This design comes from an exercise in tuning for small area on the open sky130 flow, not from production work.
Function was checked by simulation only, so behaviour that the tests miss may differ from the original.
No activity file was given, so power comes from the tool's default toggle rates.

===== flow/config.mk =====
export PLATFORM = sky130hd
export DESIGN_NAME = clk_freq_meter_top
export DESIGN_NICKNAME = clk_freq_meter_top
export VERILOG_FILES = /design/flow/design.v
export SDC_FILE = /design/flow/constraint.sdc
export NUM_CORES = 4
export LEC_CHECK = 0
export ABC_AREA = 1
export CAP_MARGIN = 20
export CORE_MARGIN = 2
export CORE_UTILIZATION = 81
export SLEW_MARGIN = 20

===== flow/constraint.sdc =====
create_clock -name core_clock -period 7.5 [get_ports {clk}]
set_input_delay 1.5000 -clock core_clock [delete_from_list [all_inputs] [get_ports {clk}]]
set_output_delay 1.5000 -clock core_clock [all_outputs]
set_load 0.01 [all_outputs]

===== flow/design.v =====
package clk_freq_meter_pkg;
  localparam logic [4:0] ADDR_ID     = 5'd0;
  localparam logic [4:0] ADDR_GATE   = 5'd1;
  localparam logic [4:0] ADDR_STATUS = 5'd2;
  localparam logic [4:0] ADDR_CTRL   = 5'd3;
  localparam logic [31:0] ID_VALUE = 32'h434C_4B46;
endpackage
module clk_freq_meter_chan (
  input  logic clk,
  input  logic reset_n,
  input  logic clk_meas,
  output logic edge_o
);
  logic       s0_q;
  logic [5:1] sh_q;
  always_ff @(posedge clk or negedge reset_n) begin
    if (!reset_n) s0_q <= 1'b0;
    else          s0_q <= clk_meas;
  end
  always_ff @(posedge clk) begin
    sh_q <= {sh_q[4:1], s0_q};
  end
  assign edge_o = sh_q[4] & ~sh_q[5];
endmodule
module clk_freq_meter_lt #(
  parameter int W = 13
) (
  input  logic [W-1:0] a,
  input  logic [W-1:0] b,
  output logic         lt
);
  logic [W:0] bw;
  assign bw[0] = 1'b0;
  for (genvar i = 0; i < W; i++) begin : g_bit
    assign bw[i+1] = (~a[i] & b[i]) | (~a[i] & bw[i]) | (b[i] & bw[i]);
  end
  assign lt = bw[W];
endmodule
module clk_freq_meter
(
  input  logic        clk,
  input  logic        reset_n,
  input  logic [7:0]  clk_meas,
  input  logic [4:0]  avs_address,
  input  logic        avs_read,
  input  logic        avs_write,
  input  logic [31:0] avs_writedata,
  output logic [31:0] avs_readdata,
  output logic        led_dbg
);
  localparam int CW = 13;
  localparam logic [13:0] TMR_LAST = 14'h0C25;
  localparam logic [2:0] S_ARM0 = 3'd0;
  localparam logic [2:0] S_ARM4 = 3'd4;
  localparam logic [2:0] S_IDLE = 3'd5;
  localparam logic [2:0] S_RUN  = 3'd6;
  logic [2:0]  state_q, state_d;
  logic [13:0] timer_q, timer_d;
  logic        enable_q, enable_d;
  logic        valid_q;
  logic        first_q;
  logic [7:0]  seq_q;
  logic [3:0]  rot_q;
  logic [7:0]    edge_s;
  logic [7:0]    edge_rot_s;
  logic [CW-1:0] cnt_q  [8];
  logic [CW-1:0] freq_q [8];
  logic [CW-1:0] mm_q   [16];
  logic ctrl_wr_s, clear_s, run_s, last_s, gate_done_s, update_s, rebase_s;
  always_comb begin
    ctrl_wr_s   = avs_write && (avs_address == clk_freq_meter_pkg::ADDR_CTRL);
    clear_s     = ctrl_wr_s && avs_writedata[1];
    enable_d    = ctrl_wr_s ? avs_writedata[0] : enable_q;
    run_s       = (state_q == S_RUN);
    last_s      = (timer_q == TMR_LAST);
    gate_done_s = run_s && last_s && enable_d;
    update_s    = gate_done_s && !clear_s;
    rebase_s    = !run_s || gate_done_s;
  end
  for (genvar i = 0; i < 8; i++) begin : g_chan
    clk_freq_meter_chan u_chan (
      .clk      (clk),
      .reset_n  (reset_n),
      .clk_meas (clk_meas[i]),
      .edge_o   (edge_s[i])
    );
  end
  always_comb begin
    case (state_q)
      S_ARM4:  state_d = enable_d ? S_RUN : S_IDLE;
      S_IDLE:  state_d = enable_d ? S_RUN : S_IDLE;
      S_RUN:   state_d = enable_d ? S_RUN : S_IDLE;
      default: state_d = state_q + 3'd1;
    endcase
    if (run_s && enable_d && !last_s)
      timer_d = {timer_q[12:0], ~(timer_q[13] ^ timer_q[12])};
    else
      timer_d = 14'd0;
  end
  always_ff @(posedge clk or negedge reset_n) begin
    if (!reset_n) begin
      state_q  <= S_ARM0;
      enable_q <= 1'b1;
      valid_q  <= 1'b0;
      seq_q    <= 8'd0;
      rot_q    <= 4'd0;
    end else begin
      state_q  <= state_d;
      enable_q <= enable_d;
      rot_q    <= rot_q + 4'd1;
      if (clear_s) begin
        valid_q <= 1'b0;
      end else if (update_s) begin
        valid_q <= 1'b1;
        seq_q   <= seq_q + 8'd1;
      end
    end
  end
  always_ff @(posedge clk) begin
    timer_q <= timer_d;
  end
  always_comb begin
    logic [7:0] r0, r1;
    r0 = rot_q[0] ? {edge_s[0], edge_s[7:1]} : edge_s;
    r1 = rot_q[1] ? {r0[1:0], r0[7:2]} : r0;
    edge_rot_s = rot_q[2] ? {r1[3:0], r1[7:4]} : r1;
  end
  logic head_lt_s, head_take_s;
  clk_freq_meter_lt #(.W(CW)) u_head_lt (.a(freq_q[0]), .b(mm_q[0]), .lt(head_lt_s));
  assign head_take_s = first_q || (rot_q[3] ? !head_lt_s : head_lt_s);
  always_ff @(posedge clk) begin
    if (update_s) first_q <= !valid_q;
    for (int p = 0; p < 8; p++) begin
      cnt_q[p]  <= rebase_s ? CW'(edge_rot_s[(p+1)%8]) : cnt_q[(p+1)%8] + CW'(edge_rot_s[(p+1)%8]);
      freq_q[p] <= update_s ? cnt_q[(p+1)%8] : freq_q[(p+1)%8];
    end
    for (int p = 0; p < 15; p++) begin
      mm_q[p] <= mm_q[p+1];
    end
    mm_q[15] <= head_take_s ? freq_q[0] : mm_q[0];
  end
  logic [15:0]   rlo_s, rlo_q;
  logic          rones_s, rones_q;
  logic          rid_s, rid_q;
  logic [3:0]    pos_s;
  logic [CW-1:0] f_s, m_s, v_s;
  logic          lt_s, take_f_s;
  clk_freq_meter_lt #(.W(CW)) u_rd_lt (.a(f_s), .b(m_s), .lt(lt_s));
  always_comb begin
    pos_s    = avs_address[3:0] - rot_q;
    f_s      = freq_q[pos_s[2:0]];
    m_s      = mm_q[pos_s];
    take_f_s = first_q || (avs_address[3] ? !lt_s : lt_s);
    v_s      = take_f_s ? f_s : m_s;
    rlo_s   = 16'h0;
    rones_s = 1'b0;
    rid_s   = 1'b0;
    case (avs_address[4:3])
      2'd0: begin
        case (avs_address[2:0])
          3'd0: begin rlo_s = clk_freq_meter_pkg::ID_VALUE[15:0]; rid_s = 1'b1; end
          3'd1: rlo_s = 16'd10000;
          3'd2: rlo_s = {seq_q, 7'd0, valid_q};
          3'd3: rlo_s = {15'd0, enable_q};
          default: rlo_s = 16'h0;
        endcase
      end
      2'd1: rlo_s = valid_q ? 16'(f_s) : 16'h0;
      2'd2: begin
        rlo_s   = valid_q ? 16'(v_s) : 16'hFFFF;
        rones_s = !valid_q;
      end
      default: rlo_s = valid_q ? 16'(v_s) : 16'h0;
    endcase
  end
  always_ff @(posedge clk or negedge reset_n) begin
    if (!reset_n) begin
      rlo_q   <= 16'h0;
      rones_q <= 1'b0;
      rid_q   <= 1'b0;
    end else if (avs_read) begin
      rlo_q   <= rlo_s;
      rones_q <= rones_s;
      rid_q   <= rid_s;
    end
  end
  assign avs_readdata = {rones_q ? 16'hFFFF : (rid_q ? clk_freq_meter_pkg::ID_VALUE[31:16] : 16'h0), rlo_q};
  assign led_dbg      = seq_q[0];
endmodule
module clk_freq_meter_top (
  input  logic        clk,
  input  logic        reset_n,
  input  logic [7:0]  clk_meas,
  input  logic [4:0]  avs_address,
  input  logic        avs_read,
  input  logic        avs_write,
  input  logic [31:0] avs_writedata,
  output logic [31:0] avs_readdata,
  output logic        led_dbg
);
  clk_freq_meter u_meter (
    .clk           (clk),
    .reset_n       (reset_n),
    .clk_meas      (clk_meas),
    .avs_address   (avs_address),
    .avs_read      (avs_read),
    .avs_write     (avs_write),
    .avs_writedata (avs_writedata),
    .avs_readdata  (avs_readdata),
    .led_dbg       (led_dbg)
  );
endmodule

===== flow/flow/run.sh =====
#!/bin/bash
set -euo pipefail
here=$(pwd)
rm -rf "$here/scripts_abc"
cp -r "$FLOW_HOME/scripts" "$here/scripts_abc"
cp "$here/flow/abc_area.script" "$here/scripts_abc/abc_area.script"
export SCRIPTS_DIR="$here/scripts_abc"
export CTS_ARGS="-sink_clustering_enable -repair_clock_nets -dont_use_dummy_load -buf_list {sky130_fd_sc_hd__clkbuf_4 sky130_fd_sc_hd__clkbuf_8} -sink_clustering_size 16 -sink_clustering_max_diameter 50"
export BUFFER_PORTS_ARGS="-buffer_cell sky130_fd_sc_hd__buf_1"
bash standard.sh > standard_flow.log 2>&1

===== flow/flow/abc_area.script =====
strash
&get -n
&fraig -x
&put
scorr
dc2
strash
&get -n
&synch2
&dch -f
&nf -R 1000 -p -C 32 -F 8
&put

===== flow/standard.sh =====
#!/bin/bash
# synth_recipe.tcl (not shown) runs the flow's synth.tcl, then flattens the netlist and writes it again
# the make line also repeats each setting of config.mk as NAME=value (left out here)
make -C /OpenROAD-flow-scripts/flow DESIGN_CONFIG=/design/flow/config.mk WORK_HOME=/design/flow/orfs CLKGATE_MAP_FILE= SYNTH_SCRIPT=/design/flow/synth_recipe.tcl "${@:-finish}"

==> results of run 1 <==
[logic make-up after synthesis]
logic type / Yosys count / share of synthesized area [%]
xor+xnor: 84 / 4.30
compound gates: 275 / 11.2
flops: 514 / 61.5
fa+ha+maj: 34 / 2.43
simple gates: 377 / 10.7
buf+inv: 52 / 1.47
mux: 128 / 8.30
[worst max-delay path: cells and delay by family]
family	cells	cell delay [ns]
adders and majority gates	2	0.71
AOI/OAI and AO/OA	14	2.80
buffers and inverters	5	0.77
and+or+nand+nor	5	1.68
[cell usage after synthesis, types with 18 or more instances]
cell / number / area share, %
dfxtp_1: 470 / 55
nor2_1: 131 / 2.9
mux2_1: 110 / 7.2
a22oi_1: 66 / 2.9
nand2_1: 62 / 1.4
a21oi_1: 57 / 1.7
o21ai_0: 46 / 1.3
xor2_1: 46 / 2.4
nand3_1: 43 / 1.3
dfrtp_1: 42 / 6.1
a222oi_1: 39 / 2.3
xnor2_1: 38 / 1.9
clkinv_1: 37 / 0.81
nand4_1: 29 / 1.1
ha_1: 26 / 1.9
nor3_1: 24 / 0.70
and2_0: 18 / 0.66
mux2i_1: 18 / 1.1
[how the worst max path moves through the flow]
stage,start,to,slack [ns],cells after the start
6_report,avs_address[0],u_meter.rlo_q[12],0.47,26
5_1_grt,avs_address[0],u_meter.rlo_q[12],0.02,27
3_5_place_dp,avs_address[0],u_meter.rlo_q[12],0.16,27
3_3_place_gp,avs_address[0],u_meter.rlo_q[11],0.33,26
4_1_cts,avs_address[0],u_meter.rlo_q[12],0.62,26
2_1_floorplan,avs_address[0],u_meter.rlo_q[9],0.18,27
[sequential cells by signal, summed over array words and instances (netlist names)]
name                        count
u_meter.mm_q                  208
u_meter.cnt_q                 104
u_meter.freq_q                104
u_meter.g_chan.u_chan.sh_q     40
u_meter.rlo_q                  16
u_meter.timer_q                14
u_meter.g_chan.u_chan.s0_q      8
u_meter.seq_q                   8
u_meter.rot_q                   4
u_meter.state_q                 3
u_meter.enable_q                1
u_meter.first_q                 1
u_meter.rid_q                   1
u_meter.rones_q                 1
u_meter.valid_q                 1
[cell type report]
type                    instances  area [um^2]  area share [%]
flip-flops and latches        514        10500            57.2
multi-input cells             898         6370            34.7
clock buffers                  41          564            3.07
repair buffers                 83          445            2.42
well taps                     275          344            1.87
inverters                      37          139           0.755
[layer usage]
metal | global-route usage, % | part of all wire [%] | vias up
li1 | - | - | 5508
met1 | 48.4 | 41 | 5937
met2 | 61.4 | 48 | 597
met3 | 7.16 | 9.0 | 120
met4 | 13.2 | 3.0 | 0
met5 | 0 | 0 | -
[power breakdown]
group	internal [mW]	switching (mW)
Sequential	2.78	0.0337
Combinational	0.109	0.267
Clock	0.491	0.811
==> impl_metrics.tcl, run 1 <==
set metrics [dict create \
    dp_hpwl_um 27600 \
    setup_viol 0 \
    synthArstFlopShare_pct 8.37 \
    worstMarginPinSlew_ns 1.02 \
    viasPerCell 6.58 \
    fin_crit_sh_pct 93.7 \
    path_clk_slew_ns 0.10 \
    rows 53 \
    peakVddDrop_uv 221 \
    synth_cells 1464 \
    max_freq_mhz 142 \
    yosysSeqAreaShare_pct 61.5 \
    nets 1651 \
    vias 12162 \
    setup-tns-final_ns 0 \
    ctsHoldBuffers 0 \
    postCtsSetupRepairBufs 0 \
    drv_slew 0 \
    cts_buffers 41 \
    root_buffer "clkbuf_8" \
    htree_num_levels 2 \
    cp-start-kind "input pin" \
    ioPinCount 82 \
    cts_tree "done" \
    hold_class "register to register" \
    dieArea_mm2 0.0223 \
    synth_edf_count 1 \
    clockBufferDepth 3 \
    endpoint_kind "register" \
    hold_end "u_meter.mm_q[14][2]" \
    final_layout_size_suffix_gt1_share_pct 5.28 \
    post_dp_cell_area_mm2 0.0178 \
    design_area_mm2 0.0184 \
    drv_cap 0 \
    clock_latency_ns 0.58 \
    syn_avg_cell_area_um2 11.7 \
    port-buffer-count 51 \
    gp_congestion 0.866 \
    path_class "input pin to register" \
    first_pass_iters 8 \
    r2r_slack_ns 1.11 \
    post-route-min-period_ns 7.03 \
    ant_nets 0 \
    syn_area_mm2 0.0171 \
    grt_setup_unrepaired "false" \
    powerDensity_mw_per_mm2 244 \
    ys.flop_type "dfxtp_1" \
    critPathArrivalTime_ns 7.47 \
    dp_slack_ns 0.164 \
    wl_per_cell_um 22.1 \
    power_mw 4.49 \
    hold_violations 0 \
    drc 0 \
    layout_commonest_cell "dfxtp_1" \
    final_cell_mix "470 x dfxtp_1, 130 x nor2_1, 110 x mux2_1, 66 x a22oi_1, 62 x nand2_1" \
    status "complete, no violations" \
    p_leak_nw 7.03 \
    critPathMostFrequentCell "a21oi_1" \
    utilization_pct 88.0 \
    post-place-cells 1807 \
    crit_required_ns 7.94 \
    yosys_warnings 8 \
    die_width_um 149 \
    die_h_um 149 \
    cts_num_sinks 514 \
    synth_cell_types 53 \
    areaGrowthSynthToFinish_pct 7.54 \
    grt_pass1_wl_um 64000 \
    holdWs_ns 0.303 \
    grt_max_degree 69 \
    overflow 0 \
    skew_ns 0.0770 \
    path_max_fanout 10 \
    layout_setup_ws_ns 0.474 \
    relSlewSlack_pct 31.7 \
    nFillCells 1000 \
    grt_pass1_vias 12201 \
    antenna_found_initial 0 \
    timing.rr.end "u_meter.rlo_q[12]" \
    slowest_delay_ns 0.58 \
    r2r_start "u_meter.rot_q[0]" \
    antenna_cells 0 \
    routed_wl_um 40900 \
    coreArea_mm2 0.0209 \
    cts-resized-gates 0 \
    r2r_cells 24 \
    min_path_cells 0 \
    crit_slowest_cell "nor2b_2" \
    min_from "u_meter.mm_q[15][2]" \
    instances_no_fill 1848 \
    syn-num-nets 1540 \
    drtIter0Drc 1431 \
    start_util_pct 81.8 \
    grt_usage_pct 36.9 \
    ys_seq_elements 514 \
]
==> run 2, diff against run 1 <==
==> flow/flow/run.sh (replaced) <==
#!/bin/bash
set -euo pipefail
here=$(pwd)
rm -rf "$here/scripts_abc"
cp -r "$FLOW_HOME/scripts" "$here/scripts_abc"
cp "$here/flow/abc_area.script" "$here/scripts_abc/abc_area.script"
export SCRIPTS_DIR="$here/scripts_abc"
export CTS_ARGS="-sink_clustering_enable -repair_clock_nets -dont_use_dummy_load -buf_list {sky130_fd_sc_hd__clkbuf_4} -sink_clustering_size 10 -sink_clustering_max_diameter 40"
export BUFFER_PORTS_ARGS="-buffer_cell sky130_fd_sc_hd__buf_1"
bash standard.sh > standard_flow.log 2>&1
==> flow/flow/abc_area.script (replaced) <==
strash
&get -n
&fraig -x
&put
scorr
dc2
strash
&get -n
&synch2
&dch -f
&nf -R 1000 -p -C 32 -F 8 -E 50
&put
--- a/flow/config.mk
+++ b/flow/config.mk
@@ -10,3 +10,3 @@
 export CORE_MARGIN = 2
-export CORE_UTILIZATION = 81
+export CORE_UTILIZATION = 78
 export SLEW_MARGIN = 20
==> run 2 against run 1 <==
Effect of this change:
- via count decreased by 1.2%
- sequential share of layout area grew 0.41 points
- sequential cell count did not move
- clock power down 11%
- global-route usage down 3.0 points
- setup slack gained 0.37 ns
- largest cell class unchanged
- largest power group unchanged
- highest routed layer unchanged
==> impl_metrics.tcl, run 2 <==
set metrics [dict create \
    status "complete, no violations" \
    path_class "input pin to register" \
    viasPerCell 6.45 \
    critPathArrivalTime_ns 7.32 \
    syn-num-nets 1525 \
    power_mw 4.34 \
    ff_latch_area_mm2 0.0105 \
    path_clk_slew_ns 0.10 \
    gp_congestion 0.952 \
    port-buffer-count 51 \
    clockBufferDepth 3 \
    vias 12020 \
    p_int_mw 3.25 \
    regMostFlops "u_meter.mm_q" \
    cts_num_sinks 514 \
    p_comb_share_pct 8.3 \
    yosysSeqAreaShare_pct 61.7 \
    synth_edf_count 1 \
    postCtsSetupRepairBufs 0 \
    r2r_cells 25 \
    design_area_mm2 0.0183 \
    wl_per_cell_um 21.2 \
    yosys-top-cells-area "dfxtp_1 55%, mux2_1 7.3%, dfrtp_1 6.2%" \
    hold_class "register to register" \
    crit_slowest_cell "fa_1" \
    routed_wl_um 39600 \
    power_frac_seq_pct 64.9 \
    synth_cell_types 50 \
    layout_commonest_cell "dfxtp_1" \
    hold_end "u_meter.g_chan[2].u_chan.sh_q[3]" \
    drc 0 \
    slowest_delay_ns 0.74 \
    antenna_found_initial 1 \
    drv_cap 0 \
    power_switching_mw 1.09 \
    drv_slew 0 \
    reg_top3 "u_meter.mm_q (208), u_meter.cnt_q (104), u_meter.freq_q (104)" \
    syn_area_mm2 0.0170 \
    die_h_um 152 \
    start_util_pct 78.8 \
    path_max_fanout 11 \
    yosys_warnings 8 \
    ant_nets 0 \
    cts_tree "done" \
    setup-tns-final_ns 0 \
    grt_usage_pct 33.8 \
    ys_seq_elements 514 \
    htree_num_levels 2 \
    yosysMostFrequentCell "dfxtp_1" \
    cp-start-kind "input pin" \
    synth_top_area_share_pct 55.2 \
    dp_hpwl_um 27600 \
    dieArea_mm2 0.0230 \
    yosys.area.top_type "dfxtp_1" \
    areaGrowthSynthToFinish_pct 7.12 \
    ys.flop_type "dfxtp_1" \
    setup_viol 0 \
    drtIter0Drc 1307 \
    ioPinCount 82 \
    sw_frac_of_total_pct 25.1 \
    multi_input_comb_area_mm2 0.00630 \
    nets 1661 \
    crit_required_ns 8.17 \
    skew_ns 0.0703 \
    hold_violations 0 \
    r2r_start "u_meter.rot_q[0]" \
    endpoint_kind "register" \
    grt_pass1_wl_um 62600 \
    r2r_slack_ns 0.93 \
    first_pass_iters 9 \
    grt_setup_unrepaired "false" \
    syn_avg_cell_area_um2 11.8 \
    power_frac_clock_pct 26.8 \
    overflow 0 \
    root_buffer "clkbuf_4" \
    nFillCells 1251 \
    netlist_top_cells_count "470 x dfxtp_1, 131 x nor2_1, 110 x mux2_1" \
    rows 54 \
    cts_buffers 59 \
    coreArea_mm2 0.0216 \
    synthArstFlopShare_pct 8.37 \
    final_cell_mix "470 x dfxtp_1, 130 x nor2_1, 110 x mux2_1, 62 x a22oi_1, 59 x clkbuf_4" \
    max_freq_mhz 150 \
    grt_pass1_vias 11913 \
    powerDensity_mw_per_mm2 238 \
    final_layout_size_suffix_gt1_share_pct 6.82 \
    timing.rr.end "u_meter.rlo_q[1]" \
    die_width_um 152 \
    post-route-min-period_ns 6.65 \
    synth_cells 1449 \
    peakVddDrop_uv 192 \
    fin_crit_sh_pct 88.7 \
    min_path_cells 0 \
    largest_reg_flops 208 \
    ctsHoldBuffers 0 \
    cts-resized-gates 0 \
    relSlewSlack_pct 34.0 \
    worstMarginPinSlew_ns 0.989 \
    p_leak_nw 7.00 \
    clock_latency_ns 0.75 \
    min_from "u_meter.g_chan[2].u_chan.sh_q[2]" \
    grt_max_degree 77 \
    post_dp_cell_area_mm2 0.0178 \
]
-- run 2: worst max-delay path: cells and delay by family --
family | cells | cell delay (ns)
xor gates and xnor gates | 1 | 0.15
buffers and inverters | 5 | 0.89
adders and majority gates | 3 | 1.30
and+or+nand+nor | 5 | 1.02
AOI/OAI and AO/OA | 13 | 2.42
-- run 2: cell families (layout without fill, tap and decap cells) --
group,Yosys count,in the layout,share of synthesized area (%)
fa+ha+maj,34,34,2.44
compound gates,278,278,11.7
other cells,0,1,0
mux,127,127,8.27
flops,514,514,61.7
xor+xnor,79,79,4.06
simple gates,362,362,10.3
buf+inv,55,189,1.54
-- run 2: cell type report --
cell class | instances | area share, %
tap | 280 | 1.92
multi-input combinational | 880 | 34.5
clock buffer | 59 | 2.43
sequential | 514 | 57.6
timing repair buffer | 90 | 2.66
antenna | 1 | 0.0137
inverter | 40 | 0.823
-- run 2: power groups by stage --
stage	Clock [mW]	Sequential (mW)	Combinational [mW]
CTS	1.17	2.82	0.355
global route	1.27	2.82	0.395
finish	1.16	2.82	0.361
global placement	0	2.87	0.342
floorplan	0	2.87	0.217
detailed placement	0	2.88	0.355
-- run 2: metrics by stage --
| stage | util (%) | hold WS [ns] | instances | setup WS (ns) |
|---|---|---|---|---|
| after detailed placement | 82.3 | 0.312 | 1804 | 0.188 |
| after CTS | 84.4 | 0.270 | 1863 | 0.936 |
| after floorplan | - | 0.310 | 1449 | 0.0325 |
| after global routing | 84.4 | 0.267 | 1864 | 0.574 |
| after global placement | 82.3 | 0.311 | 1804 | 0.243 |
| final | 84.4 | 0.269 | 1864 | 0.846 |
-- run 2: layer usage --
layer / vias to the layer above / global-route usage, % / part of all wire (%)
li1: 5569 / - / -
met1: 5778 / 46.5 / 42
met2: 572 / 54.8 / 47
met3: 101 / 5.56 / 8.0
met4: 0 / 12.6 / 2.7
met5: - / 0 / 0
-- run 2: worst max-delay path by stage --
stage                        start                to  slack [ns]  cells after the start
finish              avs_address[0]  u_meter.rlo_q[1]        0.85                     27
global route        avs_address[0]  u_meter.rlo_q[2]        0.57                     27
detailed placement  avs_address[0]  u_meter.rlo_q[1]        0.19                     27
CTS                 avs_address[0]  u_meter.rlo_q[0]        0.94                     27
global placement    avs_address[0]  u_meter.rlo_q[1]        0.24                     27
floorplan           avs_address[0]  u_meter.rlo_q[0]        0.03                     26
==> run 3, diff against run 2 <==
==> flow/run.sh (new file) <==
#!/bin/bash
# synth_recipe.tcl (not shown) runs the flow's synth.tcl, then flattens the netlist and writes it again
# the make line also repeats each setting of config.mk as NAME=value (left out here)
make -C /OpenROAD-flow-scripts/flow DESIGN_CONFIG=/design/flow/config.mk WORK_HOME=/design/flow/orfs CLKGATE_MAP_FILE= SYNTH_SCRIPT=/design/flow/synth_recipe.tcl finish
--- a/flow/config.mk
+++ b/flow/config.mk
@@ -10,3 +10,6 @@
 export CORE_MARGIN = 2
-export CORE_UTILIZATION = 78
+export CORE_UTILIZATION = 75
+export CTS_BUF_LIST = sky130_fd_sc_hd__clkbuf_4 sky130_fd_sc_hd__clkbuf_8
+export CTS_CLUSTER_DIAMETER = 50
+export CTS_CLUSTER_SIZE = 16
 export SLEW_MARGIN = 20
removed: flow/flow/run.sh
removed: flow/flow/abc_area.script
removed: flow/standard.sh
==> run 3 against run 2 <==
Effect of this change:
- still clean
- die area is 14% higher
- first-iteration DRC count is 39% higher
- global-route usage is 2.7 points higher
- non-clock buffer count is 24 lower
- synthesized area is 10% higher
- highest routed layer unchanged
==> impl_metrics.tcl, run 3 <==
set metrics [dict create \
    drv_cap 0 \
    clock_latency_ns 0.59 \
    power_switching_mw 1.24 \
    cp_top_family "simple AND/OR/NAND/NOR gates" \
    power_mw 4.83 \
    grt_usage_pct 36.6 \
    cts_buffers 41 \
    die_h_um 162 \
    endpoint_kind "register" \
    fin_crit_sh_pct 84.0 \
    grt_pass1_wl_um 75100 \
    largest_reg_flops 208 \
    syn_avg_cell_area_um2 8.49 \
    peakVddDrop_uv 231 \
    synth_cell_types 55 \
    setup_viol 0 \
    drtIter0Drc 1823 \
    cts_num_sinks 514 \
    yosys-top-cells-area "dfxtp_1 50%, nand2_1 11%, dfrtp_1 5.6%" \
    critPathMostFrequentCell "nand2_1" \
    synthArstFlopShare_pct 8.37 \
    ys.flop_type "dfxtp_1" \
    p_comb_share_pct 9.3 \
    sw_frac_of_total_pct 25.7 \
    overflow 0 \
    r2r_slack_ns 2.04 \
    routed_wl_um 48200 \
    htree_num_levels 2 \
    ioPinCount 82 \
    hold_violations 0 \
    path_max_fanout 14 \
    cts-resized-gates 0 \
    setup-tns-final_ns 0 \
    rows 57 \
    synth_edf_count 1 \
    path_clk_slew_ns 0.10 \
    critPathArrivalTime_ns 6.80 \
    viasPerCell 5.88 \
    drc 0 \
    coreArea_mm2 0.0245 \
    skew_ns 0.0247 \
    hold_class "register to register" \
    gp_congestion 0.921 \
    ys_seq_elements 514 \
    critPathBufInv 5 \
    grt_max_degree 105 \
    power_frac_seq_pct 58.2 \
    p_int_mw 3.59 \
    powerDensity_mw_per_mm2 239 \
    final_cell_mix "547 x nand2_1, 470 x dfxtp_1, 227 x inv_1, 171 x nor2_1, 153 x o21ai_0" \
    grt_setup_unrepaired "false" \
    relSlewSlack_pct 35.3 \
    ctsHoldBuffers 0 \
    drv_slew 0 \
    post-route-min-period_ns 6.30 \
    yosysMostFrequentCell "nand2_1" \
    final_layout_size_suffix_gt1_share_pct 5.88 \
    nets 2315 \
    dp_hpwl_um 33500 \
    regMostFlops "u_meter.mm_q" \
    netlist_top_cells_count "548 x nand2_1, 470 x dfxtp_1, 227 x inv_1" \
    layout_commonest_cell "nand2_1" \
    grt_pass1_vias 14224 \
    nFillCells 1588 \
    multi_input_comb_area_mm2 0.00693 \
    yosysSeqAreaShare_pct 56.0 \
    yosys.area.top_type "dfxtp_1" \
    syn_area_mm2 0.0188 \
    syn-num-nets 2290 \
    port-buffer-count 51 \
    first_pass_iters 7 \
    synth_top_area_share_pct 50.1 \
    power_frac_clock_pct 32.5 \
    crit_slowest_cell "fa_1" \
    slowest_delay_ns 0.53 \
    p_leak_nw 8.22 \
    root_buffer "clkbuf_8" \
    path_class "input pin to register" \
    yosys_warnings 8 \
    wl_per_cell_um 18.6 \
    synth_cells 2214 \
    status "complete, no violations" \
    cts_tree "done" \
    areaGrowthSynthToFinish_pct 7.65 \
    crit_required_ns 8.00 \
    dieArea_mm2 0.0263 \
    worstMarginPinSlew_ns 0.970 \
    die_width_um 162 \
    vias 15218 \
    postCtsSetupRepairBufs 0 \
    max_freq_mhz 159 \
    clockBufferDepth 3 \
    ff_latch_area_mm2 0.0105 \
    ant_nets 0 \
    reg_top3 "u_meter.mm_q (208), u_meter.cnt_q (104), u_meter.freq_q (104)" \
    antenna_found_initial 0 \
    antenna_cells 0 \
    cp-start-kind "input pin" \
    start_util_pct 76.8 \
]
-- run 3: layer usage --
metal	wire length (um)	vias to the layer above	GRT usage (%)	share of wire (%)
li1	-	7211	-	-
met2	21900	746	58.7	45
met4	2140	0	15.2	4.4
met1	19900	7111	50.2	41
met3	4240	150	5.31	8.8
met5	0	-	0	0
-- run 3: final timing paths --
path,start,to,depth (start not counted)
worst max-delay path,avs_address[0],u_meter.rlo_q[2],32
worst min-delay path,u_meter.g_chan[4].u_chan.sh_q[2],u_meter.g_chan[4].u_chan.sh_q[3],0
worst max register to register,u_meter.rot_q[2],u_meter.rlo_q[2],29
worst min register to register,u_meter.g_chan[4].u_chan.sh_q[2],u_meter.g_chan[4].u_chan.sh_q[3],0
max in group asynchronous,reset_n,u_meter.rones_q,2
min in group asynchronous,reset_n,u_meter.g_chan[4].u_chan.s0_q,2
-- run 3: area by class of cell --
type / instances / area share (%)
clock buffers: 58 / 3.58
flip-flops and latches: 514 / 52.0
repair buffers: 66 / 3.15
inverters: 243 / 4.51
clock inverters: 9 / 0.507
multi-input cells: 1373 / 34.3
well taps: 324 / 2.00
-- run 3: logic make-up after synthesis --
| logic type | share of synthesized area [%] |
|---|---|
| AND/OR/NAND/NOR | 22.4 |
| buffers and inverters | 7.26 |
| multiplexers | 0.906 |
| AO/OA/AOI/OAI | 9.71 |
| adder cells (fa/ha/maj) | 1.84 |
| XOR/XNOR | 1.91 |
| flip-flops | 56.0 |
-- run 3: metrics by stage --
step	hold WS, ns	worst slack (ns)	utilization (%)	cell area, um^2	instances
after floorplan	0.310	2.87	-	18800	2214
after global placement	0.310	1.06	79.2	19400	2519
final	0.309	1.20	82.7	20200	2587
after detailed placement	0.312	0.813	79.2	19400	2519
after CTS	0.313	1.40	82.6	20200	2586
after global routing	0.307	0.916	82.7	20200	2587
-- run 3: power by group through the flow --
| stage | Sequential [mW] | Clock (mW) | Combinational (mW) |
|---|---|---|---|
| after floorplan | 2.87 | 0 | 0.295 |
| after global placement | 2.87 | 0 | 0.423 |
| after detailed placement | 2.87 | 0 | 0.439 |
| after CTS | 2.81 | 1.57 | 0.443 |
| after global routing | 2.81 | 1.68 | 0.489 |
| final | 2.81 | 1.57 | 0.450 |
==> run 4, diff against run 3 <==
--- a/flow/design.v
+++ b/flow/design.v
@@ -142,4 +142,3 @@
   logic [15:0]   rlo_s, rlo_q;
-  logic          rones_s, rones_q;
-  logic          rid_s, rid_q;
+  logic          rones_s, rid_s;
   logic [3:0]    pos_s;
@@ -155,4 +154,2 @@
     rlo_s   = 16'h0;
-    rones_s = 1'b0;
-    rid_s   = 1'b0;
     case (avs_address[4:3])
@@ -160,3 +157,3 @@
         case (avs_address[2:0])
-          3'd0: begin rlo_s = clk_freq_meter_pkg::ID_VALUE[15:0]; rid_s = 1'b1; end
+          3'd0: rlo_s = clk_freq_meter_pkg::ID_VALUE[15:0];
           3'd1: rlo_s = 16'd10000;
@@ -168,6 +165,3 @@
       2'd1: rlo_s = valid_q ? 16'(f_s) : 16'h0;
-      2'd2: begin
-        rlo_s   = valid_q ? 16'(v_s) : 16'hFFFF;
-        rones_s = !valid_q;
-      end
+      2'd2: rlo_s = valid_q ? 16'(v_s) : 16'hFFFF;
       default: rlo_s = valid_q ? 16'(v_s) : 16'h0;
@@ -177,12 +171,10 @@
     if (!reset_n) begin
-      rlo_q   <= 16'h0;
-      rones_q <= 1'b0;
-      rid_q   <= 1'b0;
+      rlo_q <= 16'h0;
     end else if (avs_read) begin
-      rlo_q   <= rlo_s;
-      rones_q <= rones_s;
-      rid_q   <= rid_s;
-    end
-  end
-  assign avs_readdata = {rones_q ? 16'hFFFF : (rid_q ? clk_freq_meter_pkg::ID_VALUE[31:16] : 16'h0), rlo_q};
+      rlo_q <= rlo_s;
+    end
+  end
+  assign rones_s = rlo_q[15] & rlo_q[1];
+  assign rid_s   = rlo_q[14] & ~rlo_q[15] & rlo_q[1];
+  assign avs_readdata = {rones_s ? 16'hFFFF : (rid_s ? clk_freq_meter_pkg::ID_VALUE[31:16] : 16'h0), rlo_q};
   assign led_dbg      = seq_q[0];
==> flow/flow/run.sh (new file) <==
#!/bin/bash
set -euo pipefail
here=$(pwd)
rm -rf "$here/scripts_abc"
cp -r "$FLOW_HOME/scripts" "$here/scripts_abc"
cp "$here/flow/abc_area.script" "$here/scripts_abc/abc_area.script"
export SCRIPTS_DIR="$here/scripts_abc"
export CTS_ARGS="-sink_clustering_enable -repair_clock_nets -dont_use_dummy_load -buf_list {sky130_fd_sc_hd__clkbuf_4} -sink_clustering_size 10 -sink_clustering_max_diameter 40"
export BUFFER_PORTS_ARGS="-buffer_cell sky130_fd_sc_hd__buf_1"
bash standard.sh > standard_flow.log 2>&1
==> flow/flow/abc_area.script (new file) <==
strash
&get -n
&fraig -x
&put
scorr
dc2
strash
&get -n
&synch2
&dch -f
&nf -R 1000 -p -C 32 -F 8 -E 50
&put
==> flow/standard.sh (new file) <==
#!/bin/bash
# synth_recipe.tcl (not shown) runs the flow's synth.tcl, then flattens the netlist and writes it again
# the make line also repeats each setting of config.mk as NAME=value (left out here)
make -C /OpenROAD-flow-scripts/flow DESIGN_CONFIG=/design/flow/config.mk WORK_HOME=/design/flow/orfs CLKGATE_MAP_FILE= SYNTH_SCRIPT=/design/flow/synth_recipe.tcl "${@:-finish}"
--- a/flow/config.mk
+++ b/flow/config.mk
@@ -10,6 +10,3 @@
 export CORE_MARGIN = 2
-export CORE_UTILIZATION = 75
-export CTS_BUF_LIST = sky130_fd_sc_hd__clkbuf_4 sky130_fd_sc_hd__clkbuf_8
-export CTS_CLUSTER_DIAMETER = 50
-export CTS_CLUSTER_SIZE = 16
+export CORE_UTILIZATION = 78
 export SLEW_MARGIN = 20
removed: flow/run.sh
==> run 4 against run 3 <==
Effect of this change:
- still clean
- global-route usage down 1.7 points
- sequential share of layout area up 5.2 points
- die area is 12% lower
- register-to-register slack got worse by 0.58 ns
- non-clock buffer count increased by 19
- largest power group unchanged
- count of clock-buffer cells in the layout increased by 1
- synthesized area shrank 9.0%
- total power down 9.6%
==> impl_metrics.tcl, run 4 <==
set metrics [dict create \
    status "complete, no violations" \
    die_h_um 152 \
    cp-start-kind "input pin" \
    clockBufferDepth 3 \
    crit_required_ns 8.09 \
    post-route-min-period_ns 6.24 \
    hold_class "register to register" \
    htree_num_levels 2 \
    grt_setup_unrepaired "false" \
    yosys-top-cells-area "dfxtp_1 55%, mux2_1 6.8%, dfrtp_1 5.9%" \
    critPathBufInv 6 \
    final_layout_size_suffix_gt1_share_pct 6.34 \
    grt_pass1_vias 12147 \
    synth_cells 1481 \
    final_cell_mix "470 x dfxtp_1, 152 x nor2_1, 103 x mux2_1, 73 x nand2_1, 61 x a21oi_1" \
    ys_seq_elements 512 \
    dp_hpwl_um 28600 \
    synth_cell_types 55 \
    path_clk_slew_ns 0.09 \
    syn_area_mm2 0.0171 \
    drv_slew 0 \
    highest_layer "met4" \
    dp_slack_ns 0.684 \
    largest_reg_flops 208 \
    syn-num-nets 1557 \
    synth_edf_count 1 \
    start_util_pct 78.8 \
    fin_crit_sh_pct 83.2 \
    cts_num_sinks 512 \
    yosysMostFrequentCell "dfxtp_1" \
    cts_buffers 59 \
    worstMarginPinSlew_ns 0.835 \
    drtIter0Drc 1313 \
    syn_avg_cell_area_um2 11.5 \
    antenna_found_initial 1 \
    areaGrowthSynthToFinish_pct 7.05 \
    synthArstFlopShare_pct 8.01 \
    setup-tns-final_ns 0 \
    grt_pass1_wl_um 64300 \
    layout_commonest_cell "dfxtp_1" \
    powerDensity_mw_per_mm2 239 \
    drc 0 \
    setup_viol 0 \
    layout_setup_ws_ns 1.26 \
    grt_max_degree 97 \
    cts_tree "done" \
    ctsHoldBuffers 0 \
    first_pass_iters 8 \
    relSlewSlack_pct 43.9 \
    multi_input_comb_area_mm2 0.00644 \
    hold_violations 0 \
    wl_met3_um 3660 \
    endpoint_kind "register" \
    yosysSeqAreaShare_pct 61.2 \
    drv_cap 0 \
    viasPerCell 6.46 \
    path_class "input pin to register" \
    wl_per_cell_um 21.5 \
    slowest_delay_ns 0.59 \
    ant_nets 0 \
    dieArea_mm2 0.0231 \
    critPathMostFrequentCell "a221oi_1" \
    overflow 0 \
    p_leak_nw 7.05 \
    skew_ns 0.0606 \
    ff_latch_area_mm2 0.0105 \
    nets 1688 \
    ys.flop_type "dfxtp_1" \
    root_buffer "clkbuf_4" \
    yosys.area.top_type "dfxtp_1" \
    cts-resized-gates 0 \
    crit_slowest_cell "nor3b_4" \
    reg_top3 "u_meter.mm_q (208), u_meter.cnt_q (104), u_meter.freq_q (104)" \
    die_width_um 152 \
    nFillCells 1240 \
    synth_top_area_share_pct 55.0 \
    cp_top_family "compound AO/OA/AOI/OAI gates" \
    grt_usage_pct 34.9 \
    coreArea_mm2 0.0217 \
    port-buffer-count 51 \
    gp_congestion 0.918 \
    yosys_warnings 8 \
    wl_met2_um 18800 \
    critPathArrivalTime_ns 6.84 \
    path_max_fanout 14 \
    routed_wl_um 40600 \
    ioPinCount 82 \
    regMostFlops "u_meter.mm_q" \
    clock_latency_ns 0.75 \
    peakVddDrop_uv 204 \
    netlist_top_cells_count "470 x dfxtp_1, 153 x nor2_1, 103 x mux2_1" \
    wl_met1_um 16800 \
    max_freq_mhz 160 \
    postCtsSetupRepairBufs 0 \
    vias 12217 \
    rows 54 \
]
-- run 4: worst paths after layout --
path / from / end / slack (ns) / depth (start not counted)
hold reg to reg: u_meter.g_chan[1].u_chan.sh_q[2] / u_meter.g_chan[1].u_chan.sh_q[3] / 0.28 / 0
hold / removal: u_meter.g_chan[1].u_chan.sh_q[2] / u_meter.g_chan[1].u_chan.sh_q[3] / 0.28 / 0
setup / recovery: avs_address[0] / u_meter.rlo_q[1] / 1.26 / 25
min in group asynchronous: reset_n / u_meter.rlo_q[2] / 0.85 / 2
max in group asynchronous: reset_n / u_meter.rlo_q[11] / 6.18 / 2
setup reg to reg: u_meter.rot_q[0] / u_meter.rlo_q[1] / 1.46 / 23
-- run 4: logic make-up after synthesis --
| logic type | count (synthesis) | share of synthesized area, % |
|---|---|---|
| flip-flops | 512 | 61.2 |
| AND/OR/NAND/NOR | 395 | 11.0 |
| AO/OA/AOI/OAI | 293 | 12.3 |
| multiplexers | 121 | 7.84 |
| XOR/XNOR | 79 | 4.05 |
| buffers and inverters | 53 | 1.49 |
| adder cells (fa/ha/maj) | 28 | 2.08 |
-- run 4: worst register-to-register path: cells and delay by family, from the launching register on --
| kind | cells | cell delay (ns) |
|---|---|---|
| AO/OA/AOI/OAI | 13 | 2.38 |
| buffers and inverters | 4 | 0.91 |
| flip-flops | 1 | 0.75 |
| adder cells (fa/ha/maj) | 2 | 0.68 |
| AND/OR/NAND/NOR | 2 | 0.66 |
| XOR/XNOR | 2 | 0.55 |
-- run 4: layout make-up --
cell class	count	area share [%]
inverter	38	0.779
multi-input combinational	916	35.2
clock buffer	59	2.42
antenna	1	0.0137
tap	280	1.91
sequential	512	57.2
timing repair buffer	85	2.52
-- run 4: per-layer routing --
metal,GRT usage [%],vias up
li1,-,5649
met5,0,-
met1,48.1,5880
met3,6.10,111
met2,56.1,577
met4,12.7,0
-- run 4: through the flow --
stage	utilization, %	power [mW]	area [um^2]	hold WS [ns]	instances
floorplan	-	3.10	17100	0.310	1481
global placement	82.3	3.24	17900	0.310	1831
detailed placement	82.3	3.26	17900	0.312	1831
CTS	84.4	4.37	18300	0.272	1890
global route	84.4	4.51	18300	0.267	1891
finish	84.4	4.36	18300	0.275	1891
-- run 4: where the power goes --
group | internal, mW | total (mW) | switching (mW) | leakage (nW)
clock network | 0.360 | 1.16 | 0.801 | 0.271
logic | 0.122 | 0.399 | 0.277 | 2.42
registers | 2.77 | 2.81 | 0.0364 | 4.36

port drivers added, routing unchanged:
How much do the figures lean on ideal ports? The routed layouts below were timed once more, with nothing changed but the port constraints.
Step 1 (the two cells are an assumption about what drives the block):
set clk [get_ports {clk}]
set_driving_cell -lib_cell sky130_fd_sc_hd__clkbuf_16 $clk
set_driving_cell -lib_cell sky130_fd_sc_hd__buf_2 [delete_from_list [all_inputs] $clk]
Step 2 times the ports against the registers' clock, not the clock port: input delays grow and output delays shrink by t, the midpoint of the rising clock arrivals with the driver on.
Three values: no drivers, after step 1, after step 2; two values: the first two.
run | shift t [ns] | setup WS [ns] | pins driven straight from the clock port
run 1 | 0.581 | 0.474 / 0.488 / -0.093 | 1
run 2 | 0.760 | 0.846 / 0.871 / 0.111 | 1
run 3 | 0.625 | 1.201 / 1.216 / 0.592 | 1
run 4 | 0.754 | 1.257 / 1.284 / 0.529 | 1
With both steps, setup timing fails in run 1, where it was met with ideal ports. The setup slack of run 2, which loses most, moves by +0.025 ns with the drivers and by -0.735 ns with both steps.
